This is an optimization exercise on Yosys and OpenROAD, whose aim is small area and a short achievable clock period, not a production implementation. RTL that was checked went through simulation tests only; none was proved equivalent to the original. The RTL of run 1 was laid out without a check of its function. Power and IR drop assume default switching activity.

==> design/flow/run.sh <==
#!/bin/bash
# synth_recipe.tcl (not shown) runs the flow's synth.tcl, then flattens the netlist and writes it again
# the make line also repeats each setting of config.mk as NAME=value (left out here)
make -C /OpenROAD-flow-scripts/flow DESIGN_CONFIG=/design/flow/config.mk WORK_HOME=/design/flow/orfs CLKGATE_MAP_FILE= SYNTH_SCRIPT=/design/flow/synth_recipe.tcl finish
==> design/flow/config.mk <==
export PLATFORM = sky130hd
export DESIGN_NAME = cpu_top
export DESIGN_NICKNAME = cpu_top
export VERILOG_FILES = /design/flow/design.v
export SDC_FILE = /design/flow/constraint.sdc
export NUM_CORES = 4
export LEC_CHECK = 0
export CAP_MARGIN = 20
export CORE_MARGIN = 2
export CORE_UTILIZATION = 40
export SLEW_MARGIN = 20
==> design/flow/constraint.sdc <==
create_clock -name core_clock -period 7.5 [get_ports {clk_i}]
set_input_delay 1.5000 -clock core_clock [delete_from_list [all_inputs] [get_ports {clk_i}]]
set_output_delay 1.5000 -clock core_clock [all_outputs]
set_load 0.01 [all_outputs]
==> design/flow/design.v <==
package isa_pkg;
  localparam int XLEN       = 32;
  localparam int REG_ADDR_W = 5;
  localparam int INST_W     = 32;
  localparam int NUM_REGS   = 32;
  localparam int OPC_W      = 7;
  localparam int FUNCT3_W   = 3;
  localparam int FUNCT7_W   = 7;
  localparam int SHAMT_W    = 5;
  typedef logic [INST_W-1:0] inst_t;
  localparam inst_t NOP_INST = 32'h0000_0013;
  localparam logic [OPC_W-1:0] OPC_OP_IMM = 7'b0010011;
  localparam logic [OPC_W-1:0] OPC_OP     = 7'b0110011;
  localparam logic [OPC_W-1:0] OPC_LUI    = 7'b0110111;
  localparam logic [FUNCT3_W-1:0] F3_ADD_SUB = 3'b000;
  localparam logic [FUNCT3_W-1:0] F3_SLL     = 3'b001;
  localparam logic [FUNCT3_W-1:0] F3_SLT     = 3'b010;
  localparam logic [FUNCT3_W-1:0] F3_XOR     = 3'b100;
  localparam logic [FUNCT3_W-1:0] F3_SRL_SRA = 3'b101;
  localparam logic [FUNCT3_W-1:0] F3_OR      = 3'b110;
  localparam logic [FUNCT3_W-1:0] F3_AND     = 3'b111;
  localparam logic [FUNCT7_W-1:0] F7_BASE = 7'b0000000;
  localparam logic [FUNCT7_W-1:0] F7_ALT  = 7'b0100000;
  typedef enum logic [3:0] {
    ALU_ADD, ALU_SUB, ALU_SLL, ALU_SLT, ALU_XOR,
    ALU_SRL, ALU_SRA, ALU_OR, ALU_AND, ALU_PASS_B
  } alu_op_e;
endpackage
package pipe_pkg;
  typedef enum logic [1:0] {
    FWD_NONE,
    FWD_M1,
    FWD_M2,
    FWD_WB
  } fwd_sel_e;
  typedef struct packed {
    logic           valid;
    logic [31:0] inst;
  } ifid_t;
  typedef struct packed {
    logic                             valid;
    logic                             we;
    logic [5-1:0]   rs1;
    logic [5-1:0]   rs2;
    logic                             use_rs1;
    logic                             use_rs2;
    logic [5-1:0]   rd;
    logic [3:0]                 alu_op;
    logic                             imm_sel;
    logic [32-1:0]         imm;
  } dec_t;
  typedef struct packed {
    dec_t                     dec;
    logic [32-1:0] rs1_data;
    logic [32-1:0] rs2_data;
  } idex_t;
  typedef struct packed {
    logic                           valid;
    logic                           we;
    logic [5-1:0] rd;
    logic [32-1:0]       data;
  } wb_t;
  typedef struct packed {
    logic                           valid;
    logic                           we;
    logic [5-1:0] rd;
    logic [32-1:0]       data;
  } retire_t;
endpackage
module decoder (
  input  logic [31:0] inst_i,
  input  logic        valid_i,
  output logic        we_o,
  output logic        is_lui_o,
  output logic        is_op_o,
  output logic [2:0]  res_sel_o,
  output logic        inv_b_o,
  output logic        rev_a_o,
  output logic        sra_o,
  output logic [31:0] imm_o
);
  logic [6:0] opcode;
  logic [2:0] funct3;
  logic [6:0] funct7;
  logic       is_opimm;
  logic       supported;
  assign opcode = inst_i[6:0];
  assign funct3 = inst_i[14:12];
  assign funct7 = inst_i[31:25];
  assign is_opimm = (opcode == 7'b0010011);
  assign is_op_o  = (opcode == 7'b0110011);
  assign is_lui_o = (opcode == 7'b0110111);
  always_comb begin
    supported = is_lui_o;
    if (is_opimm)
      supported = (funct3 != 3'b001) && (funct3 != 3'b011) && (funct3 != 3'b101);
    if (is_op_o)
      supported = (funct7 == 7'b0000000 && funct3 != 3'b011) ||
                  (funct7 == 7'b0100000 && (funct3 == 3'b000 || funct3 == 3'b101));
  end
  assign we_o      = valid_i && supported && (inst_i[11:7] != 5'd0);
  assign res_sel_o = is_lui_o ? 3'b000 : funct3;
  assign inv_b_o   = !is_lui_o && ((funct3 == 3'b010) || (is_op_o && funct3 == 3'b000 && funct7[5]));
  assign rev_a_o   = (funct3 == 3'b001);
  assign sra_o     = funct7[5];
  assign imm_o     = is_lui_o ? {inst_i[31:12], 12'b0} : {{20{inst_i[31]}}, inst_i[31:20]};
endmodule
module gpr (
  input  logic        clk_i,
  input  logic        rst_i,
  input  logic [4:0]  rs1_i,
  input  logic        rs1_en_i,
  input  logic [4:0]  rs2_i,
  input  logic        rs2_en_i,
  output logic [31:0] rs1_data_o,
  output logic [31:0] rs2_data_o,
  input  logic        we_i,
  input  logic [4:0]  rd_i,
  input  logic [31:0] wd_i
);
  logic [31:1][31:0] regs;
  logic [31:1]       written;
  logic [31:1]       sel1;
  logic [31:1]       sel2;
  always_ff @(posedge clk_i) begin
    for (int i = 1; i < 32; i++) begin
      if (we_i && rd_i == 5'(i)) regs[i] <= wd_i;
    end
  end
  always_ff @(posedge clk_i) begin
    if (rst_i) begin
      written <= '0;
    end else begin
      for (int i = 1; i < 32; i++) begin
        if (we_i && rd_i == 5'(i)) written[i] <= 1'b1;
      end
    end
  end
  always_comb begin
    rs1_data_o = '0;
    rs2_data_o = '0;
    for (int i = 1; i < 32; i++) begin
      sel1[i] = rs1_en_i && written[i] && (rs1_i == 5'(i));
      sel2[i] = rs2_en_i && written[i] && (rs2_i == 5'(i));
      rs1_data_o = rs1_data_o | ({32{sel1[i]}} & regs[i]);
      rs2_data_o = rs2_data_o | ({32{sel2[i]}} & regs[i]);
    end
  end
endmodule
module execute (
  input  logic [31:0] a_i,
  input  logic [31:0] b_i,
  input  logic [2:0]  res_sel_i,
  input  logic        cin_i,
  input  logic        sra_i,
  output logic [31:0] res_o
);
  logic [31:0] sum;
  logic        lt;
  logic [31:0] shr;
  logic [31:0] shr_rev;
  assign sum = a_i + b_i + {31'b0, cin_i};
  assign lt  = (a_i[31] == b_i[31]) ? a_i[31] : sum[31];
  assign shr = $unsigned($signed({sra_i & a_i[31], a_i}) >>> b_i[4:0]);
  always_comb begin
    for (int i = 0; i < 32; i++) shr_rev[i] = shr[31-i];
  end
  always_comb begin
    case (res_sel_i)
      3'b000:  res_o = sum;
      3'b001:  res_o = shr_rev;
      3'b010:  res_o = {31'b0, lt};
      3'b100:  res_o = a_i ^ b_i;
      3'b101:  res_o = shr;
      3'b110:  res_o = a_i | b_i;
      3'b111:  res_o = a_i & b_i;
      default: res_o = 32'b0;
    endcase
  end
endmodule
module cpu_top (
  input  logic        clk_i,
  input  logic        rst_i,
  input  logic        inst_valid_i,
  input  logic [31:0] inst_i,
  output logic [38:0] retire_o
);
  logic        if_valid;
  logic [31:0] if_inst;
  always_ff @(posedge clk_i) begin
    if (rst_i) if_valid <= 1'b0;
    else       if_valid <= inst_valid_i;
    if_inst <= inst_i;
  end
  logic        id_we;
  logic        id_is_lui;
  logic        id_is_op;
  logic [2:0]  id_res_sel;
  logic        id_inv_b;
  logic        id_rev_a;
  logic        id_sra;
  logic [31:0] id_imm;
  logic [4:0]  id_rs1;
  logic [4:0]  id_rs2;
  logic [31:0] rf_a;
  logic [31:0] rf_b;
  logic        ex_valid, ex_we;
  logic [4:0]  ex_rd;
  logic [31:0] ex_a, ex_b;
  logic [2:0]  ex_res_sel;
  logic        ex_cin, ex_sra;
  logic [31:0] ex_res;
  logic        m1_valid, m1_we;
  logic [4:0]  m1_rd;
  logic [31:0] m1_data;
  assign id_rs1 = if_inst[19:15];
  assign id_rs2 = if_inst[24:20];
  decoder i_decoder (
    .inst_i   (if_inst),
    .valid_i  (if_valid),
    .we_o     (id_we),
    .is_lui_o (id_is_lui),
    .is_op_o  (id_is_op),
    .res_sel_o(id_res_sel),
    .inv_b_o  (id_inv_b),
    .rev_a_o  (id_rev_a),
    .sra_o    (id_sra),
    .imm_o    (id_imm)
  );
  gpr i_gpr (
    .clk_i     (clk_i),
    .rst_i     (rst_i),
    .rs1_i     (id_rs1),
    .rs1_en_i  (!id_is_lui),
    .rs2_i     (id_rs2),
    .rs2_en_i  (id_is_op),
    .rs1_data_o(rf_a),
    .rs2_data_o(rf_b),
    .we_i      (m1_we),
    .rd_i      (m1_rd),
    .wd_i      (m1_data)
  );
  logic        hit_ex_a, hit_m1_a, hit_ex_b, hit_m1_b;
  logic [31:0] pre_a, pre_b, ex_res_rev, pre_a_rev;
  logic [31:0] id_a, id_b;
  assign hit_ex_a = ex_we && (ex_rd == id_rs1) && !id_is_lui;
  assign hit_m1_a = m1_we && (m1_rd == id_rs1) && !id_is_lui;
  assign hit_ex_b = ex_we && (ex_rd == id_rs2) && id_is_op;
  assign hit_m1_b = m1_we && (m1_rd == id_rs2) && id_is_op;
  assign pre_a = hit_m1_a ? m1_data : rf_a;
  assign pre_b = id_is_op ? (hit_m1_b ? m1_data : rf_b) : id_imm;
  always_comb begin
    for (int i = 0; i < 32; i++) begin
      ex_res_rev[i] = ex_res[31-i];
      pre_a_rev[i]  = pre_a[31-i];
    end
  end
  always_comb begin
    if (hit_ex_a) id_a = id_rev_a ? ex_res_rev : ex_res;
    else          id_a = id_rev_a ? pre_a_rev : pre_a;
    if (hit_ex_b) id_b = ex_res ^ {32{id_inv_b}};
    else          id_b = pre_b ^ {32{id_inv_b}};
  end
  always_ff @(posedge clk_i) begin
    if (rst_i) begin
      ex_valid <= 1'b0;
      ex_we    <= 1'b0;
    end else begin
      ex_valid <= if_valid;
      ex_we    <= id_we;
    end
    ex_rd      <= if_inst[11:7];
    ex_a       <= id_a;
    ex_b       <= id_b;
    ex_res_sel <= id_res_sel;
    ex_cin     <= id_inv_b;
    ex_sra     <= id_sra;
  end
  execute i_execute (
    .a_i      (ex_a),
    .b_i      (ex_b),
    .res_sel_i(ex_res_sel),
    .cin_i    (ex_cin),
    .sra_i    (ex_sra),
    .res_o    (ex_res)
  );
  logic        m2_valid, m2_we;
  logic [4:0]  m2_rd;
  logic [31:0] m2_data;
  logic        wb_valid, wb_we;
  logic [4:0]  wb_rd;
  logic [31:0] wb_data;
  always_ff @(posedge clk_i) begin
    if (rst_i) begin
      m1_valid <= 1'b0;
      m1_we    <= 1'b0;
      m2_valid <= 1'b0;
      m2_we    <= 1'b0;
      wb_valid <= 1'b0;
      wb_we    <= 1'b0;
    end else begin
      m1_valid <= ex_valid;
      m1_we    <= ex_we;
      m2_valid <= m1_valid;
      m2_we    <= m1_we;
      wb_valid <= m2_valid;
      wb_we    <= m2_we;
    end
    m1_rd   <= ex_rd;
    m1_data <= ex_res;
    m2_rd   <= m1_rd;
    m2_data <= m1_data;
    wb_rd   <= m2_rd;
    wb_data <= m2_data;
  end
  assign retire_o = {wb_valid, wb_we, wb_rd, wb_data};
endmodule
==> results of run 1 <==
-- report_power, final --
group	total [W]	switching, W	internal, W	leakage (nW)
Combinational	0.000791	0.000565	0.000226	7.81
Clock	0.00706	0.00300	0.00407	2.28
Sequential	0.00776	0.000109	0.00765	11.2
-- worst register-to-register path: cells and delay by family (launching register included) --
family / cells / cell delay, ns
multiplexers: 1 / 0.31
buffers and inverters: 2 / 0.81
AO/OA/AOI/OAI: 2 / 0.63
flip-flops: 1 / 0.38
AND/OR/NAND/NOR: 6 / 3.28
-- cell families after synthesis --
group / count (synthesis) / share of synthesized area (%)
compound gates: 1410 / 19.4
xor+xnor: 69 / 1.08
fa+ha+maj: 66 / 1.50
buf+inv: 448 / 3.23
flops: 1249 / 62.4
mux: 114 / 2.82
simple gates: 1055 / 9.55
-- sequential cells by signal, indices dropped and copies added, names as in the netlist --
register / flops
m2_valid: 1
ex_we: 1
i_gpr.regs: 992
wb_rd: 5
ex_res_sel: 3
ex_sra: 1
if_inst: 32
ex_rd: 5
m1_data: 32
wb_valid: 1
ex_cin: 1
i_gpr.written: 31
m2_we: 1
wb_we: 1
ex_b: 32
m1_we: 1
ex_valid: 1
if_valid: 1
m2_rd: 5
m2_data: 32
m1_valid: 1
wb_data: 32
ex_a: 32
m1_rd: 5
-- through the flow --
stage	util, %	std cells	worst slack [ns]
6_report	46.5	6497	1.97
5_1_grt	46.5	6477	1.91
4_1_cts	46.4	6474	2.40
3_5_place_dp	43.1	6220	2.40
3_3_place_gp	43.1	6220	2.29
2_1_floorplan	-	4411	3.87
-- placed cells by master (no fill, tap or decap), drive strengths merged, types with 33 or more instances in the layout --
cell type,n
buf,207
nand4,137
a211oi,45
a21oi,126
nand2,272
a221oi,181
edfxtp,992
mux4,33
and3,44
dfxtp,257
clkdlybuf4s50,73
inv,114
xnor2,41
ha,64
nor4,52
o21ai,103
a222oi,80
a22oi,409
mux2i,60
nor3,55
clkbuf,176
nor2,218
and2,34
a22o,167
nand3,115
clkinv,46
a2111oi,42
-- area by class of cell --
class,count,area [um^2],share of cell area [%]
inverter,102,383,0.591
multi-input combinational,2714,20000,30.9
antenna,22,55.1,0.0850
clock inverter,78,880,1.36
timing repair buffer,280,2380,3.68
clock buffer,176,3780,5.84
tap,1876,2350,3.62
sequential,1249,34900,53.9
-- how the worst max path moves through the flow --
stage / from / to / slack, ns
6_report: if_inst[0]$_DFF_P_ / ex_a[11]$_DFF_P_ / 1.97
5_1_grt: if_inst[0]$_DFF_P_ / ex_a[11]$_DFF_P_ / 1.91
4_1_cts: if_inst[0]$_DFF_P_ / ex_a[11]$_DFF_P_ / 2.40
3_5_place_dp: if_inst[0]$_DFF_P_ / ex_a[11]$_DFF_P_ / 2.40
3_3_place_gp: if_inst[0]$_DFF_P_ / ex_a[20]$_DFF_P_ / 2.29
2_1_floorplan: ex_b[2]$_DFF_P_ / ex_a[30]$_DFF_P_ / 3.87
-- routing by layer --
layer,global-route usage (%),vias to the layer above
li1,-,18100
met1,46.1,23700
met2,55.5,5537
met3,19.0,1734
met4,29.7,16
met5,0.549,-
==> load_flow_metrics.sql, run 1 <==
INSERT INTO impl_metrics (metric_group, metric, value, unit) VALUES
('setup_path', 'critPathKind', 'flop to flop', ''),
('floorplanning', 'initial_core_util', '40.2', '%'),
('sta', 'rsz_0062_raised_after_global_routing', 'no', ''),
('sta', 'worst_pin_slew', '1.32', 'ns'),
('drt', 'dr.first_iter.drc_count', '11200', ''),
('drt', 'routed_wirelength', '287', 'mm'),
('synth', 'yosys.cell_count.top_type', 'sky130_fd_sc_hd__edfxtp_1', ''),
('floorplanning', 'die_x', '378', 'um'),
('synth', 'syn_inst', '4411', ''),
('clock_tree', 'cts-resized-gates', '0', ''),
('setup_path', 'timing.critical_path.fanout_max', '25', ''),
('synth', 'yosys_warnings', '4', ''),
('setup_path', 'critical_path.max_stage_delay', '0.90', 'ns'),
('floorplanning', 'floorplan.die.height', '378', 'um'),
('setup_path', 'crit_cells', '11', ''),
('placed_design', 'count_of_buffers_from_port_buffering', '73', ''),
('drt', 'drt-pass1-iter-count', '13', ''),
('floorplanning', 'core_region_area', '139000', 'um^2'),
('setup_path', 'regToRegEndpoint', 'ex_a[11]$_DFF_P_', ''),
('clock_tree', 'tritoncts', 'built', ''),
('drt', 'maxUsedRoutingLayer', 'met5', ''),
('setup_path', 'cp_common_cell', 'sky130_fd_sc_hd__buf_4', ''),
('setup_path', 'setup.worst_path.end_class', 'flop', ''),
('clock_tree', 'post_cts.repair.setup_buffers', '0', ''),
('hold_path', 'worstHoldPathCells', '0', ''),
('drt', 'route.antenna.remaining_nets', '0', ''),
('synth', 'synth_enable_flop_cells', '992', ''),
('synth', 'synth_ff_type', 'sky130_fd_sc_hd__edfxtp_1', ''),
('global_route', 'grt.total_usage', '39.4', '%'),
('drt', 'dr_wl_met2', '116', 'mm'),
('final_layout', 'fillers', '12400', ''),
('power_and_ir_drop', 'total_power_consumption', '0.0156', 'W'),
('setup_path', 'crit_slowest_cell', 'sky130_fd_sc_hd__nor4bb_2', ''),
('hold_path', 'holdCritPathClass', 'flop to flop', ''),
('setup_path', 'timing.critical_path.cells', 'and3b_1, nand2_1, buf_4, and2_2, buf_4, a222oi_1, nand3_1, or4_1, nor4bb_2, o2bb2ai_1, mux2_2', ''),
('synth', 'post_synth_most_frequent_cells', '992 x sky130_fd_sc_hd__edfxtp_1, 409 x sky130_fd_sc_hd__a22oi_1, 272 x sky130_fd_sc_hd__nand2_1', ''),
('run_status', 'run_status', 'finished clean', ''),
('power_and_ir_drop', 'leakage', '21.3', 'nW'),
('sta', 'hold_ws', '0.322', 'ns'),
('drt', 'routed_length_on_met3', '49.7', 'mm'),
('sta', 'timing.fmax', '0.181', 'GHz'),
('sta', 'setup_viol_count_final', '0', ''),
('clock_tree', 'ctsLongestPathBuffers', '3', ''),
('global_route', 'gr-total-overflow', '0', ''),
('setup_path', 'timing.reg2reg.worst_path_depth', '11', ''),
('power_and_ir_drop', 'vdd_drop_max', '0.000215', 'V'),
('sta', 'timing.final.crit_share', '73.8', '%'),
('clock_tree', 'clock_insertion_delay_worst_skew', '0.81', 'ns'),
('floorplanning', 'fp-row-count', '137', ''),
('setup_path', 'cp.arrival', '6.22', 'ns'),
('sta', 'layout_min_cycle_time', '5.53', 'ns'),
('run', 'max_cap_violations', '0', ''),
('floorplanning', 'io_pins', '74', ''),
('final_layout', 'areaGrowthSynthToFinish', '15.7', '%'),
('power_and_ir_drop', 'powerDensity', '241', 'nW/um^2'),
('synth', 'synth.largest_area_cell', 'sky130_fd_sc_hd__edfxtp_1', ''),
('floorplanning', 'area_of_the_die', '143000', 'um^2'),
('synth', 'synthArstFlopShare', '0', '%'),
('setup_path', 'cpLargestDelayFamily', 'simple AND/OR/NAND/NOR gates', ''),
('drt', 'detailroute.via_count', '49100', ''),
('synth', 'mappedNetlistArea', '56000', 'um^2'),
('sta', 'fin_tns_setup', '0', 'ns'),
('sta', 'total_count_of_max_transition_violations_in_the_final_report', '0', ''),
('drt', 'drcViolationCount', '0', ''),
('final_layout', 'fin_nets', '4585', ''),
('sta', 'worst_clock_skew', '0.0297', 'ns'),
('synth', 'ys_types', '91', ''),
('hold_path', 'hold-path-endpoint', 'wb_data[4]$_DFF_P_', ''),
('setup_path', 'worstPathRequired', '8.18', 'ns'),
('final_layout', 'drive_above_1_share', '13.7', '%'),
('clock_tree', 'clkSlewWorstSetupHoldPaths', '0.06', 'ns');
==> run 2, diff against run 1 <==
--- a/design/flow/design.v
+++ b/design/flow/design.v
@@ -108,10 +108,8 @@
 module gpr (
   input  logic        clk_i,
   input  logic        rst_i,
-  input  logic [4:0]  rs1_i,
-  input  logic        rs1_en_i,
-  input  logic [4:0]  rs2_i,
-  input  logic        rs2_en_i,
+  input  logic [31:1] rs1_sel_i,
+  input  logic [31:1] rs2_sel_i,
   output logic [31:0] rs1_data_o,
   output logic [31:0] rs2_data_o,
   input  logic        we_i,
@@ -140,8 +138,8 @@
     rs1_data_o = '0;
     rs2_data_o = '0;
     for (int i = 1; i < 32; i++) begin
-      sel1[i] = rs1_en_i && written[i] && (rs1_i == 5'(i));
-      sel2[i] = rs2_en_i && written[i] && (rs2_i == 5'(i));
+      sel1[i] = rs1_sel_i[i] && written[i];
+      sel2[i] = rs2_sel_i[i] && written[i];
       rs1_data_o = rs1_data_o | ({32{sel1[i]}} & regs[i]);
       rs2_data_o = rs2_data_o | ({32{sel2[i]}} & regs[i]);
     end
@@ -187,12 +185,33 @@
 );
   logic        if_valid;
   logic [31:0] if_inst;
+  logic [31:1] if_sel1, if_sel2;
+  logic        if_hit_ex_a, if_hit_m1_a, if_hit_ex_b, if_hit_m1_b;
+  logic [4:0]  in_rs1, in_rs2;
+  logic        in_en1, in_en2;
+  logic        id_we;
+  logic        ex_valid, ex_we;
+  logic [4:0]  ex_rd;
+  logic        m1_valid, m1_we;
+  logic [4:0]  m1_rd;
+  logic [31:0] m1_data;
+  assign in_rs1 = inst_i[19:15];
+  assign in_rs2 = inst_i[24:20];
+  assign in_en1 = (inst_i[6:0] != 7'b0110111);   
+  assign in_en2 = (inst_i[6:0] == 7'b0110011);   
   always_ff @(posedge clk_i) begin
     if (rst_i) if_valid <= 1'b0;
     else       if_valid <= inst_valid_i;
     if_inst <= inst_i;
+    for (int i = 1; i < 32; i++) begin
+      if_sel1[i] <= in_en1 && (in_rs1 == 5'(i));
+      if_sel2[i] <= in_en2 && (in_rs2 == 5'(i));
+    end
+    if_hit_ex_a <= in_en1 && id_we && (if_inst[11:7] == in_rs1);
+    if_hit_m1_a <= in_en1 && ex_we && (ex_rd == in_rs1);
+    if_hit_ex_b <= in_en2 && id_we && (if_inst[11:7] == in_rs2);
+    if_hit_m1_b <= in_en2 && ex_we && (ex_rd == in_rs2);
   end
-  logic        id_we;
   logic        id_is_lui;
   logic        id_is_op;
   logic [2:0]  id_res_sel;
@@ -200,21 +219,12 @@
   logic        id_rev_a;
   logic        id_sra;
   logic [31:0] id_imm;
-  logic [4:0]  id_rs1;
-  logic [4:0]  id_rs2;
   logic [31:0] rf_a;
   logic [31:0] rf_b;
-  logic        ex_valid, ex_we;
-  logic [4:0]  ex_rd;
   logic [31:0] ex_a, ex_b;
   logic [2:0]  ex_res_sel;
   logic        ex_cin, ex_sra;
   logic [31:0] ex_res;
-  logic        m1_valid, m1_we;
-  logic [4:0]  m1_rd;
-  logic [31:0] m1_data;
-  assign id_rs1 = if_inst[19:15];
-  assign id_rs2 = if_inst[24:20];
   decoder i_decoder (
     .inst_i   (if_inst),
     .valid_i  (if_valid),
@@ -230,10 +240,8 @@
   gpr i_gpr (
     .clk_i     (clk_i),
     .rst_i     (rst_i),
-    .rs1_i     (id_rs1),
-    .rs1_en_i  (!id_is_lui),
-    .rs2_i     (id_rs2),
-    .rs2_en_i  (id_is_op),
+    .rs1_sel_i (if_sel1),
+    .rs2_sel_i (if_sel2),
     .rs1_data_o(rf_a),
     .rs2_data_o(rf_b),
     .we_i      (m1_we),
@@ -243,10 +251,10 @@
   logic        hit_ex_a, hit_m1_a, hit_ex_b, hit_m1_b;
   logic [31:0] pre_a, pre_b, ex_res_rev, pre_a_rev;
   logic [31:0] id_a, id_b;
-  assign hit_ex_a = ex_we && (ex_rd == id_rs1) && !id_is_lui;
-  assign hit_m1_a = m1_we && (m1_rd == id_rs1) && !id_is_lui;
-  assign hit_ex_b = ex_we && (ex_rd == id_rs2) && id_is_op;
-  assign hit_m1_b = m1_we && (m1_rd == id_rs2) && id_is_op;
+  assign hit_ex_a = if_hit_ex_a;
+  assign hit_m1_a = if_hit_m1_a;
+  assign hit_ex_b = if_hit_ex_b;
+  assign hit_m1_b = if_hit_m1_b;
   assign pre_a = hit_m1_a ? m1_data : rf_a;
   assign pre_b = id_is_op ? (hit_m1_b ? m1_data : rf_b) : id_imm;
   always_comb begin
--- a/design/flow/config.mk
+++ b/design/flow/config.mk
@@ -7,5 +7,6 @@
 export LEC_CHECK = 0
 export CAP_MARGIN = 20
 export CORE_MARGIN = 2
-export CORE_UTILIZATION = 40
+export CORE_UTILIZATION = 60
+export SETUP_SLACK_MARGIN = 4.3
 export SLEW_MARGIN = 20
==> load_flow_metrics.sql, run 2 <==
INSERT INTO impl_metrics (metric_group, metric, value, unit) VALUES
('clock_tree', 'tritoncts', 'built', ''),
('sta', 'timing.max_slew.rel_slack', '12.1', '%'),
('setup_path', 'cp.arrival', '4.13', 'ns'),
('clock_tree', 'clock_insertion_delay_worst_skew', '0.79', 'ns'),
('final_layout', 'drive_above_1_share', '16.3', '%'),
('sta', 'total_count_of_max_transition_violations_in_the_final_report', '0', ''),
('setup_path', 'critPathKind', 'flop to flop', ''),
('final_layout', 'areaGrowthSynthToFinish', '14.6', '%'),
('sta', 'setup_viol_count_final', '0', ''),
('global_route', 'first_global_vias', '44300', ''),
('run_status', 'run_status', 'finished clean', ''),
('synth', 'mappedNetlistArea', '56600', 'um^2'),
('drt', 'routed_wirelength', '260', 'mm'),
('setup_path', 'setup.worst_path.end_class', 'flop', ''),
('drt', 'detailroute.via_count', '48300', ''),
('floorplanning', 'initial_core_util', '60.6', '%'),
('placed_design', 'final_hpwl_dp', '138', 'mm'),
('setup_path', 'startpoint_type', 'flop', ''),
('sta', 'fin_ws', '4.07', 'ns'),
('clock_tree', 'cts_hold_buffers', '0', ''),
('setup_path', 'crit_slowest_cell', 'sky130_fd_sc_hd__and2_2', ''),
('floorplanning', 'floorplan.die.height', '311', 'um'),
('sta', 'fin_tns_setup', '0', 'ns'),
('synth', 'yosys.cell_count.top_type', 'sky130_fd_sc_hd__edfxtp_1', ''),
('clock_tree', 'clock_sinks', '1315', ''),
('synth', 'netlist.area_leader.share', '52.6', '%'),
('synth', 'syn_inst', '4350', ''),
('sta', 'timing.fmax', '0.292', 'GHz'),
('placed_design', 'detailedPlace.worstSlack', '3.38', 'ns'),
('drt', 'drt-vias-per-instance', '8.36', ''),
('global_route', 'antenna_found_initial', '14', ''),
('global_route', 'pin_count_of_the_biggest_net_entering_global_routing', '43', ''),
('synth', 'synth.largest_area_cell', 'sky130_fd_sc_hd__edfxtp_1', ''),
('setup_path', 'worstPathRequired', '8.20', 'ns'),
('clock_tree', 'cts-buffers-inserted', '135', ''),
('drt', 'route.antenna.remaining_nets', '0', ''),
('synth', 'synth_fp_nets', '4451', ''),
('clock_tree', 'clock_tree.root_cell', 'sky130_fd_sc_hd__clkbuf_16', ''),
('global_route', 'grt.total_usage', '52.6', '%'),
('final_layout', 'fin_nets', '4499', ''),
('placed_design', 'placed_cell_area', '59000', 'um^2'),
('final_layout', 'regMostFlops', 'i_gpr.regs', ''),
('setup_path', 'timing.critical_path.fanout_max', '19', ''),
('final_layout', 'finish.utilization', '69.5', '%'),
('floorplanning', 'area_of_the_die', '96800', 'um^2'),
('synth', 'post_synth_most_frequent_cells', '992 x sky130_fd_sc_hd__edfxtp_1, 368 x sky130_fd_sc_hd__a22oi_1, 323 x sky130_fd_sc_hd__a221oi_1, 323 x sky130_fd_sc_hd__dfxtp_1, 308 x sky130_fd_sc_hd__a22o_1', ''),
('floorplanning', 'fp-row-count', '112', ''),
('sta', 'worst_clock_skew', '0.0288', 'ns'),
('clock_tree', 'clkSlewWorstSetupHoldPaths', '0.06', 'ns'),
('hold_path', 'holdCritPathClass', 'flop to flop', ''),
('power_and_ir_drop', 'leakage', '21.9', 'nW'),
('final_layout', 'leading_cell_types_in_the_layout_fill_and_taps_excluded', '992 x sky130_fd_sc_hd__edfxtp_1, 366 x sky130_fd_sc_hd__a22oi_1, 315 x sky130_fd_sc_hd__a221oi_1', ''),
('power_and_ir_drop', 'total_power_consumption', '0.0157', 'W'),
('clock_tree', 'clock_tree.htree_level_count', '4', ''),
('floorplanning', 'io_pins', '74', ''),
('drt', 'drcViolationCount', '0', ''),
('global_route', 'gr-total-overflow', '0', ''),
('floorplanning', 'core_region_area', '93300', 'um^2'),
('sta', 'worst_pin_slew', '1.32', 'ns'),
('setup_path', 'critical_path.max_stage_delay', '0.71', 'ns'),
('clock_tree', 'ctsLongestPathBuffers', '3', ''),
('synth', 'synth_top_cells_by_area', 'sky130_fd_sc_hd__edfxtp_1 53%, sky130_fd_sc_hd__dfxtp_1 11%, sky130_fd_sc_hd__a221oi_1 5.0%', ''),
('placed_design', 'routabilityCongestion', '1.00', ''),
('sta', 'timing.final.crit_share', '45.7', '%'),
('sta', 'rsz_0062_raised_after_global_routing', 'yes', ''),
('final_layout', 'layout.cells.most_common', 'sky130_fd_sc_hd__edfxtp_1', ''),
('synth', 'synth_enable_flop_cells', '992', ''),
('drt', 'dr.first_iter.drc_count', '11100', ''),
('synth', 'synth.avg_cell_area', '13.0', 'um^2'),
('final_layout', 'final_area', '64800', 'um^2'),
('final_layout', 'fillers', '6636', ''),
('synth', 'ys_types', '91', ''),
('power_and_ir_drop', 'powerDensity', '242', 'nW/um^2'),
('sta', 'layout_min_cycle_time', '3.43', 'ns'),
('synth', 'synth_ff_type', 'sky130_fd_sc_hd__edfxtp_1', ''),
('synth', 'yosys_warnings', '4', ''),
('final_layout', 'largest_register_ff_count', '992', ''),
('placed_design', 'count_of_buffers_from_port_buffering', '73', ''),
('floorplanning', 'die_x', '311', 'um'),
('global_route', 'grt_first_pass_wirelength', '351', 'mm'),
('power_and_ir_drop', 'vdd_drop_max', '0.000247', 'V'),
('run', 'max_cap_violations', '0', ''),
('drt', 'drt-pass1-iter-count', '11', ''),
('setup_path', 'timing.critical_path.cells', 'and2_2, buf_4, a22o_1, a221oi_1, nand4_1, nor3_2, a21oi_1, mux4_2', ''),
('synth', 'yosys_register_bits', '1315', ''),
('sta', 'final_hold_viol_count', '0', ''),
('drt', 'drt-wirelength-per-cell', '45.1', 'um'),
('synth', 'synthArstFlopShare', '0', '%'),
('synth', 'sequential_fraction_of_the_synthesis_area', '64.1', '%');
## run 2: changes by cell type in the layout (fill, tap and decap cells not counted), moves of 36 or more
cell                       delta
sky130_fd_sc_hd__nand2_1    -130
sky130_fd_sc_hd__inv_1       +37
sky130_fd_sc_hd__a22o_1     +141
sky130_fd_sc_hd__a22oi_1     -43
sky130_fd_sc_hd__a21oi_1     +61
sky130_fd_sc_hd__a222oi_1    -78
sky130_fd_sc_hd__o21ai_0     -37
sky130_fd_sc_hd__dfxtp_1     +40
sky130_fd_sc_hd__a221oi_1   +134
sky130_fd_sc_hd__and2_2      +36
## run 2: timing repair
item | CTS | global route
cloned | 5 | 0
buffers inserted | 21 | 29
pin swaps | 19 | 38
resized for setup | 101 | 108
setup endpoints to repair | 91 | 62
## run 2: layer usage
layer / part of all wire, % / GRT usage [%] / wire, um
met5: 0.13 / 0.840 / 330
met2: 38 / 70.2 / 99700
met1: 31 / 63.7 / 81400
met3: 21 / 31.0 / 53700
met4: 9.7 / 35.1 / 25200
## run 2: report_power, final
| group | leakage, nW | internal, W | switching (W) |
|---|---|---|---|
| sequential | 11.7 | 0.00802 | 0.000102 |
| clock | 2.14 | 0.00382 | 0.00294 |
| combinational | 8.05 | 0.000285 | 0.000548 |
| total | 21.9 | 0.0121 | 0.00359 |
## run 2: layout make-up
| type | instances | area (um^2) | share of cell area (%) |
|---|---|---|---|
| tap | 1254 | 1570 | 2.42 |
| antenna | 14 | 35.0 | 0.0540 |
| timing repair inverter | 1 | 5.00 | 0.00772 |
| inverter | 140 | 539 | 0.832 |
| clock inverter | 70 | 629 | 0.971 |
| sequential | 1315 | 36300 | 56.0 |
| timing repair buffer | 279 | 2540 | 3.92 |
| clock buffer | 177 | 3740 | 5.77 |
| multi-input combinational | 2526 | 19400 | 30.0 |
## run 2: metrics by stage
stage	cells	hold WS, ns
after floorplan	4350	0.310
after global placement	5460	0.310
after detailed placement	5460	0.312
after CTS	5733	0.324
after global routing	5762	0.331
final	5776	0.314
## run 2: cell families after synthesis
| group | after synthesis | synth area share [%] |
|---|---|---|
| xor gates and xnor gates | 69 | 1.07 |
| DFF | 1315 | 64.1 |
| adders and majority gates | 66 | 1.49 |
| AOI/OAI and AO/OA | 1465 | 19.8 |
| muxes | 94 | 2.82 |
| buffers and inverters | 509 | 3.47 |
| and+or+nand+nor | 832 | 7.30 |
## run 2: path summary, 6_finish.rpt
check | start | end | slack, ns | depth (start not counted)
worst min-delay path | m2_data[0]$_DFF_P_ | wb_data[0]$_DFF_P_ | 0.31 | 0
worst max-delay path | i_gpr.written[16]$_SDFFE_PP0P_ | ex_a[8]$_DFF_P_ | 4.07 | 8
worst max register to register | i_gpr.written[16]$_SDFFE_PP0P_ | ex_a[8]$_DFF_P_ | 4.07 | 8
worst min register to register | m2_data[0]$_DFF_P_ | wb_data[0]$_DFF_P_ | 0.31 | 0
## run 2: worst max-delay path, delay by kind of cell (launching register included)
family          cells  cell delay (ns)
compound gates      3             0.96
buf+inv             1             0.66
simple gates        3             0.96
flops               1             0.36
mux                 1             0.40
==> run 3, diff against run 2 <==
--- a/design/flow/design.v
+++ b/design/flow/design.v
@@ -112,42 +112,40 @@
   input  logic [31:1] rs2_sel_i,
   output logic [31:0] rs1_data_o,
   output logic [31:0] rs2_data_o,
+  output logic [31:1] avail_o,
   input  logic        we_i,
   input  logic [4:0]  rd_i,
   input  logic [31:0] wd_i
 );
   logic [31:1][31:0] regs;
   logic [31:1]       written;
-  logic [31:1]       sel1;
-  logic [31:1]       sel2;
+  logic [31:1]       wsel;
+  always_comb begin
+    for (int i = 1; i < 32; i++) wsel[i] = we_i && (rd_i == 5'(i));
+  end
+  assign avail_o = written | wsel;
   always_ff @(posedge clk_i) begin
     for (int i = 1; i < 32; i++) begin
-      if (we_i && rd_i == 5'(i)) regs[i] <= wd_i;
+      if (wsel[i]) regs[i] <= wd_i;
     end
   end
   always_ff @(posedge clk_i) begin
-    if (rst_i) begin
-      written <= '0;
-    end else begin
-      for (int i = 1; i < 32; i++) begin
-        if (we_i && rd_i == 5'(i)) written[i] <= 1'b1;
-      end
-    end
+    if (rst_i) written <= '0;
+    else       written <= avail_o;
   end
   always_comb begin
     rs1_data_o = '0;
     rs2_data_o = '0;
     for (int i = 1; i < 32; i++) begin
-      sel1[i] = rs1_sel_i[i] && written[i];
-      sel2[i] = rs2_sel_i[i] && written[i];
-      rs1_data_o = rs1_data_o | ({32{sel1[i]}} & regs[i]);
-      rs2_data_o = rs2_data_o | ({32{sel2[i]}} & regs[i]);
+      rs1_data_o = rs1_data_o | ({32{rs1_sel_i[i]}} & regs[i]);
+      rs2_data_o = rs2_data_o | ({32{rs2_sel_i[i]}} & regs[i]);
     end
   end
 endmodule
 module execute (
   input  logic [31:0] a_i,
   input  logic [31:0] b_i,
+  input  logic [4:0]  shamt_i,
   input  logic [2:0]  res_sel_i,
   input  logic        cin_i,
   input  logic        sra_i,
@@ -159,7 +157,7 @@
   logic [31:0] shr_rev;
   assign sum = a_i + b_i + {31'b0, cin_i};
   assign lt  = (a_i[31] == b_i[31]) ? a_i[31] : sum[31];
-  assign shr = $unsigned($signed({sra_i & a_i[31], a_i}) >>> b_i[4:0]);
+  assign shr = $unsigned($signed({sra_i & a_i[31], a_i}) >>> shamt_i);
   always_comb begin
     for (int i = 0; i < 32; i++) shr_rev[i] = shr[31-i];
   end
@@ -185,10 +183,13 @@
 );
   logic        if_valid;
   logic [31:0] if_inst;
-  logic [31:1] if_sel1, if_sel2;
-  logic        if_hit_ex_a, if_hit_m1_a, if_hit_ex_b, if_hit_m1_b;
+  logic [31:1] if_sel1, if_sel2;     
+  logic        if_hx_a, if_hm_a;     
+  logic        if_hx_b, if_hm_b;     
   logic [4:0]  in_rs1, in_rs2;
   logic        in_en1, in_en2;
+  logic        in_hx_a, in_hm_a, in_hx_b, in_hm_b;
+  logic [31:1] avail;
   logic        id_we;
   logic        ex_valid, ex_we;
   logic [4:0]  ex_rd;
@@ -199,18 +200,22 @@
   assign in_rs2 = inst_i[24:20];
   assign in_en1 = (inst_i[6:0] != 7'b0110111);   
   assign in_en2 = (inst_i[6:0] == 7'b0110011);   
+  assign in_hx_a = in_en1 && id_we && (if_inst[11:7] == in_rs1);
+  assign in_hm_a = in_en1 && ex_we && (ex_rd == in_rs1) && !in_hx_a;
+  assign in_hx_b = in_en2 && id_we && (if_inst[11:7] == in_rs2);
+  assign in_hm_b = in_en2 && ex_we && (ex_rd == in_rs2) && !in_hx_b;
   always_ff @(posedge clk_i) begin
     if (rst_i) if_valid <= 1'b0;
     else       if_valid <= inst_valid_i;
     if_inst <= inst_i;
     for (int i = 1; i < 32; i++) begin
-      if_sel1[i] <= in_en1 && (in_rs1 == 5'(i));
-      if_sel2[i] <= in_en2 && (in_rs2 == 5'(i));
+      if_sel1[i] <= in_en1 && !in_hx_a && !in_hm_a && avail[i] && (in_rs1 == 5'(i));
+      if_sel2[i] <= in_en2 && !in_hx_b && !in_hm_b && avail[i] && (in_rs2 == 5'(i));
     end
-    if_hit_ex_a <= in_en1 && id_we && (if_inst[11:7] == in_rs1);
-    if_hit_m1_a <= in_en1 && ex_we && (ex_rd == in_rs1);
-    if_hit_ex_b <= in_en2 && id_we && (if_inst[11:7] == in_rs2);
-    if_hit_m1_b <= in_en2 && ex_we && (ex_rd == in_rs2);
+    if_hx_a <= in_hx_a;
+    if_hm_a <= in_hm_a;
+    if_hx_b <= in_hx_b;
+    if_hm_b <= in_hm_b;
   end
   logic        id_is_lui;
   logic        id_is_op;
@@ -222,6 +227,7 @@
   logic [31:0] rf_a;
   logic [31:0] rf_b;
   logic [31:0] ex_a, ex_b;
+  logic [4:0]  ex_shamt;
   logic [2:0]  ex_res_sel;
   logic        ex_cin, ex_sra;
   logic [31:0] ex_res;
@@ -244,31 +250,31 @@
     .rs2_sel_i (if_sel2),
     .rs1_data_o(rf_a),
     .rs2_data_o(rf_b),
+    .avail_o   (avail),
     .we_i      (m1_we),
     .rd_i      (m1_rd),
     .wd_i      (m1_data)
   );
-  logic        hit_ex_a, hit_m1_a, hit_ex_b, hit_m1_b;
-  logic [31:0] pre_a, pre_b, ex_res_rev, pre_a_rev;
+  logic [31:0] oth_a, oth_b;
   logic [31:0] id_a, id_b;
-  assign hit_ex_a = if_hit_ex_a;
-  assign hit_m1_a = if_hit_m1_a;
-  assign hit_ex_b = if_hit_ex_b;
-  assign hit_m1_b = if_hit_m1_b;
-  assign pre_a = hit_m1_a ? m1_data : rf_a;
-  assign pre_b = id_is_op ? (hit_m1_b ? m1_data : rf_b) : id_imm;
+  logic [4:0]  id_shamt;
+  logic        s_xa_n, s_xa_r, s_xb_p, s_xb_n, s_ob_n;
+  assign oth_a = rf_a | ({32{if_hm_a}} & m1_data);
+  assign oth_b = rf_b | ({32{if_hm_b}} & m1_data) | ({32{!id_is_op}} & id_imm);
+  assign s_xa_n = if_hx_a && !id_rev_a;
+  assign s_xa_r = if_hx_a && id_rev_a;
+  assign s_xb_p = if_hx_b && !id_inv_b;
+  assign s_xb_n = if_hx_b && id_inv_b;
+  assign s_ob_n = !if_hx_b && id_inv_b;
   always_comb begin
     for (int i = 0; i < 32; i++) begin
-      ex_res_rev[i] = ex_res[31-i];
-      pre_a_rev[i]  = pre_a[31-i];
+      id_a[i] = (s_xa_n && ex_res[i]) || (s_xa_r && ex_res[31-i]) ||
+                (!id_rev_a && oth_a[i]) || (id_rev_a && oth_a[31-i]);
+      id_b[i] = (s_xb_p && ex_res[i]) || (s_xb_n && !ex_res[i]) ||
+                (!id_inv_b && oth_b[i]) || (s_ob_n && !oth_b[i]);
     end
   end
-  always_comb begin
-    if (hit_ex_a) id_a = id_rev_a ? ex_res_rev : ex_res;
-    else          id_a = id_rev_a ? pre_a_rev : pre_a;
-    if (hit_ex_b) id_b = ex_res ^ {32{id_inv_b}};
-    else          id_b = pre_b ^ {32{id_inv_b}};
-  end
+  assign id_shamt = ({5{if_hx_b}} & ex_res[4:0]) | oth_b[4:0];
   always_ff @(posedge clk_i) begin
     if (rst_i) begin
       ex_valid <= 1'b0;
@@ -280,6 +286,7 @@
     ex_rd      <= if_inst[11:7];
     ex_a       <= id_a;
     ex_b       <= id_b;
+    ex_shamt   <= id_shamt;
     ex_res_sel <= id_res_sel;
     ex_cin     <= id_inv_b;
     ex_sra     <= id_sra;
@@ -287,6 +294,7 @@
   execute i_execute (
     .a_i      (ex_a),
     .b_i      (ex_b),
+    .shamt_i  (ex_shamt),
     .res_sel_i(ex_res_sel),
     .cin_i    (ex_cin),
     .sra_i    (ex_sra),
--- a/design/flow/config.mk
+++ b/design/flow/config.mk
@@ -7,6 +7,6 @@
 export LEC_CHECK = 0
 export CAP_MARGIN = 20
 export CORE_MARGIN = 2
-export CORE_UTILIZATION = 60
-export SETUP_SLACK_MARGIN = 4.3
+export CORE_UTILIZATION = 55
+export SETUP_SLACK_MARGIN = 4.4
 export SLEW_MARGIN = 20
==> load_flow_metrics.sql, run 3 <==
INSERT INTO impl_metrics (metric_group, metric, value, unit) VALUES
('run_status', 'run_status', 'finished clean', ''),
('sta', 'timing.max_slew.rel_slack', '12.3', '%'),
('final_layout', 'layout.cells.most_common', 'sky130_fd_sc_hd__edfxtp_1', ''),
('global_route', 'grt_first_pass_wirelength', '382', 'mm'),
('setup_path', 'worstPathRequired', '8.16', 'ns'),
('sta', 'layout_min_cycle_time', '3.39', 'ns'),
('drt', 'detailroute.via_count', '49600', ''),
('global_route', 'grt.total_usage', '53.5', '%'),
('global_route', 'antenna_found_initial', '25', ''),
('sta', 'final_hold_viol_count', '0', ''),
('sta', 'fin_tns_setup', '0', 'ns'),
('sta', 'worst_pin_slew', '1.32', 'ns'),
('setup_path', 'setup.worst_path.end_class', 'flop', ''),
('drt', 'route.antenna.remaining_nets', '0', ''),
('synth', 'synth_enable_flop_cells', '992', ''),
('sta', 'timing.final.crit_share', '45.2', '%'),
('synth', 'mappedNetlistArea', '56500', 'um^2'),
('clock_tree', 'clock_tree.htree_level_count', '4', ''),
('hold_path', 'worstHoldPathCells', '0', ''),
('setup_path', 'cp-startpoint', 'if_sel2[13]$_DFF_P_', ''),
('floorplanning', 'area_of_the_die', '105000', 'um^2'),
('sta', 'worst_clock_skew', '0.0262', 'ns'),
('floorplanning', 'io_pins', '74', ''),
('power_and_ir_drop', 'leakage', '22.0', 'nW'),
('floorplanning', 'floorplan.die.height', '325', 'um'),
('clock_tree', 'clock_tree.root_cell', 'sky130_fd_sc_hd__clkbuf_16', ''),
('sta', 'fin_ws', '4.11', 'ns'),
('final_layout', 'fin_nets', '4456', ''),
('synth', 'synth.largest_area_cell', 'sky130_fd_sc_hd__edfxtp_1', ''),
('floorplanning', 'core_region_area', '102000', 'um^2'),
('final_layout', 'regMostFlops', 'i_gpr.regs', ''),
('synth', 'sequential_fraction_of_the_synthesis_area', '64.3', '%'),
('drt', 'drt-wirelength-per-cell', '49.6', 'um'),
('synth', 'syn_inst', '4219', ''),
('setup_path', 'regToRegEndpoint', 'ex_b[19]$_DFF_P_', ''),
('final_layout', 'leading_cell_types_in_the_layout_fill_and_taps_excluded', '992 x sky130_fd_sc_hd__edfxtp_1, 463 x sky130_fd_sc_hd__a22oi_1, 289 x sky130_fd_sc_hd__a221oi_1', ''),
('clock_tree', 'tritoncts', 'built', ''),
('floorplanning', 'initial_core_util', '55.5', '%'),
('synth', 'ys_types', '106', ''),
('run', 'max_cap_violations', '0', ''),
('synth', 'synthArstFlopShare', '0', '%'),
('setup_path', 'timing.reg2reg.setup_slack', '4.11', 'ns'),
('sta', 'timing.fmax', '0.295', 'GHz'),
('clock_tree', 'cts-buffers-inserted', '137', ''),
('clock_tree', 'ctsLongestPathBuffers', '3', ''),
('clock_tree', 'clkSlewWorstSetupHoldPaths', '0.06', 'ns'),
('sta', 'rsz_0062_raised_after_global_routing', 'yes', ''),
('drt', 'drt-pass1-iter-count', '10', ''),
('placed_design', 'detailedPlace.worstSlack', '3.54', 'ns'),
('synth', 'synth_top_cells_by_area', 'sky130_fd_sc_hd__edfxtp_1 53%, sky130_fd_sc_hd__dfxtp_1 12%, sky130_fd_sc_hd__a22oi_1 6.2%', ''),
('clock_tree', 'clock_insertion_delay_worst_skew', '0.78', 'ns'),
('setup_path', 'cp.arrival', '4.05', 'ns'),
('placed_design', 'placed_cell_area', '59200', 'um^2'),
('hold_path', 'hold-path-endpoint', 'wb_data[5]$_DFF_P_', ''),
('power_and_ir_drop', 'powerDensity', '242', 'nW/um^2'),
('synth', 'synth_fp_nets', '4320', ''),
('floorplanning', 'fp-row-count', '117', ''),
('global_route', 'gr-total-overflow', '0', ''),
('placed_design', 'count_of_buffers_from_port_buffering', '73', ''),
('setup_path', 'timing.critical_path.fanout_max', '20', ''),
('synth', 'synth.avg_cell_area', '13.4', 'um^2'),
('hold_path', 'holdCritStartpoint', 'm2_data[5]$_DFF_P_', ''),
('global_route', 'pin_count_of_the_biggest_net_entering_global_routing', '51', ''),
('drt', 'drcViolationCount', '0', ''),
('synth', 'yosys.cell_count.top_type', 'sky130_fd_sc_hd__edfxtp_1', ''),
('setup_path', 'critical_path.reg2reg.startpoint', 'if_sel2[13]$_DFF_P_', ''),
('final_layout', 'drive_above_1_share', '18.1', '%'),
('synth', 'yosys_warnings', '4', ''),
('synth', 'synth_ff_type', 'sky130_fd_sc_hd__edfxtp_1', ''),
('sta', 'hold_ws', '0.326', 'ns'),
('final_layout', 'largest_register_ff_count', '992', '');
## run 3: cell types whose count changed in the layout (fill, tap and decap cells not counted), sizes merged, moves of 22 or more
cell           change
clkdlybuf4s50     -44
a2111oi           +25
a22oi             +96
and2              -78
a221oi            -31
dlygate4sd2       +39
or4               +33
inv               -23
mux2i             +28
nor3              +22
a21oi            -106
## run 3: power breakdown
part / internal [W] / switching, W
clock: 0.00396 / 0.00300
combinational: 0.000251 / 0.000479
sequential: 0.00802 / 0.000155
total: 0.0122 / 0.00364
## run 3: how the worst max path moves through the flow
stage	slack, ns	endpoint	cells past startpoint
after floorplan	4.42	ex_b[0]$_DFF_P_	11
after global placement	3.12	ex_b[25]$_DFF_P_	10
after detailed placement	3.54	ex_a[9]$_DFF_P_	11
after CTS	4.34	ex_b[8]$_DFF_P_	8
after global routing	4.19	ex_a[7]$_DFF_P_	13
final	4.11	ex_b[19]$_DFF_P_	7
## run 3: cell type report
class,count,area (um^2)
clock inverters,66,701
repair buffers,291,2600
fillers,7815,36400
repair inverters,1,5.00
multi-input cells,2485,19600
inverters,119,469
clock buffers,189,3840
flip-flops and latches,1320,36500
diodes,18,45.0
well taps,1368,1710
## run 3: cells by family after synthesis
logic type      share of synthesized area, %
flops                                   64.3
mux                                     2.97
simple gates                            7.14
buf+inv                                 3.04
xor+xnor                               0.682
compound gates                          20.4
fa+ha+maj                               1.49
## run 3: critical path, stage by stage, from the launching register on
cell	delay, ns
sky130_fd_sc_hd__dfxtp_2	0.68
sky130_fd_sc_hd__buf_4	0.53
sky130_fd_sc_hd__a22o_1	0.29
sky130_fd_sc_hd__a221oi_1	0.26
sky130_fd_sc_hd__nand4_1	0.40
sky130_fd_sc_hd__a2111oi_2	0.74
sky130_fd_sc_hd__nor2_1	0.08
sky130_fd_sc_hd__a221o_1	0.28
## run 3: metrics by stage
| step | utilization (%) | cells |
|---|---|---|
| after floorplan | - | 4219 |
| after global placement | 58.0 | 5505 |
| after detailed placement | 58.1 | 5509 |
| after CTS | 63.4 | 5801 |
| after global routing | 64.3 | 5840 |
| final | 64.3 | 5857 |
## run 3: layer usage
metal / track usage (%) / vias to the layer above / share of wire (%) / wire, um
li1: - / 17700 / - / -
met1: 66.2 / 23900 / 32 / 93300
met2: 69.7 / 6199 / 38 / 110000
met3: 28.0 / 1802 / 20 / 56800
met4: 41.0 / 28 / 10 / 29800
met5: 2.94 / - / 0.19 / 547
## run 3: repair_timing
| action | in CTS | in global routing |
|---|---|---|
| resized for setup | 188 | 124 |
| endpoints found under the setup margin | 178 | 124 |
| pin swaps | 32 | 33 |
| gates cloned | 5 | 2 |
| hold buffers | 0 | 0 |
| setup buffers | 32 | 34 |

-- separate check: timing with driven ports --
The results above use ideal ports. As a check the final layouts listed here were re-extracted and re-timed, cells and wires unchanged. Step 1 (the two cells are an assumption about what drives the block):
set clk [get_ports {clk_i}]
set_driving_cell -lib_cell sky130_fd_sc_hd__clkbuf_16 $clk
set_driving_cell -lib_cell sky130_fd_sc_hd__buf_2 [delete_from_list [all_inputs] $clk]
Step 2 also shifts input and output timing later by t, the mid clock arrival at the registers, as if the neighbouring blocks saw the same clock. Three values: ideal, step 1, step 2; two values: the first two.
run | t, ns | setup slack, ns | worst register clock-pin slew, ns
run 1 | 0.870 | 1.968 / 1.968 / 1.968 | 0.07 / 0.07
run 2 | 0.845 | 4.072 / 4.072 / 3.844 | 0.07 / 0.07
run 3 | 0.847 | 4.107 / 4.107 / 3.577 | 0.07 / 0.07
After both steps setup and hold are still met in every run listed. The setup slack of run 3, which loses most, moves by 0.000 ns with the drivers and by -0.530 ns with both steps.
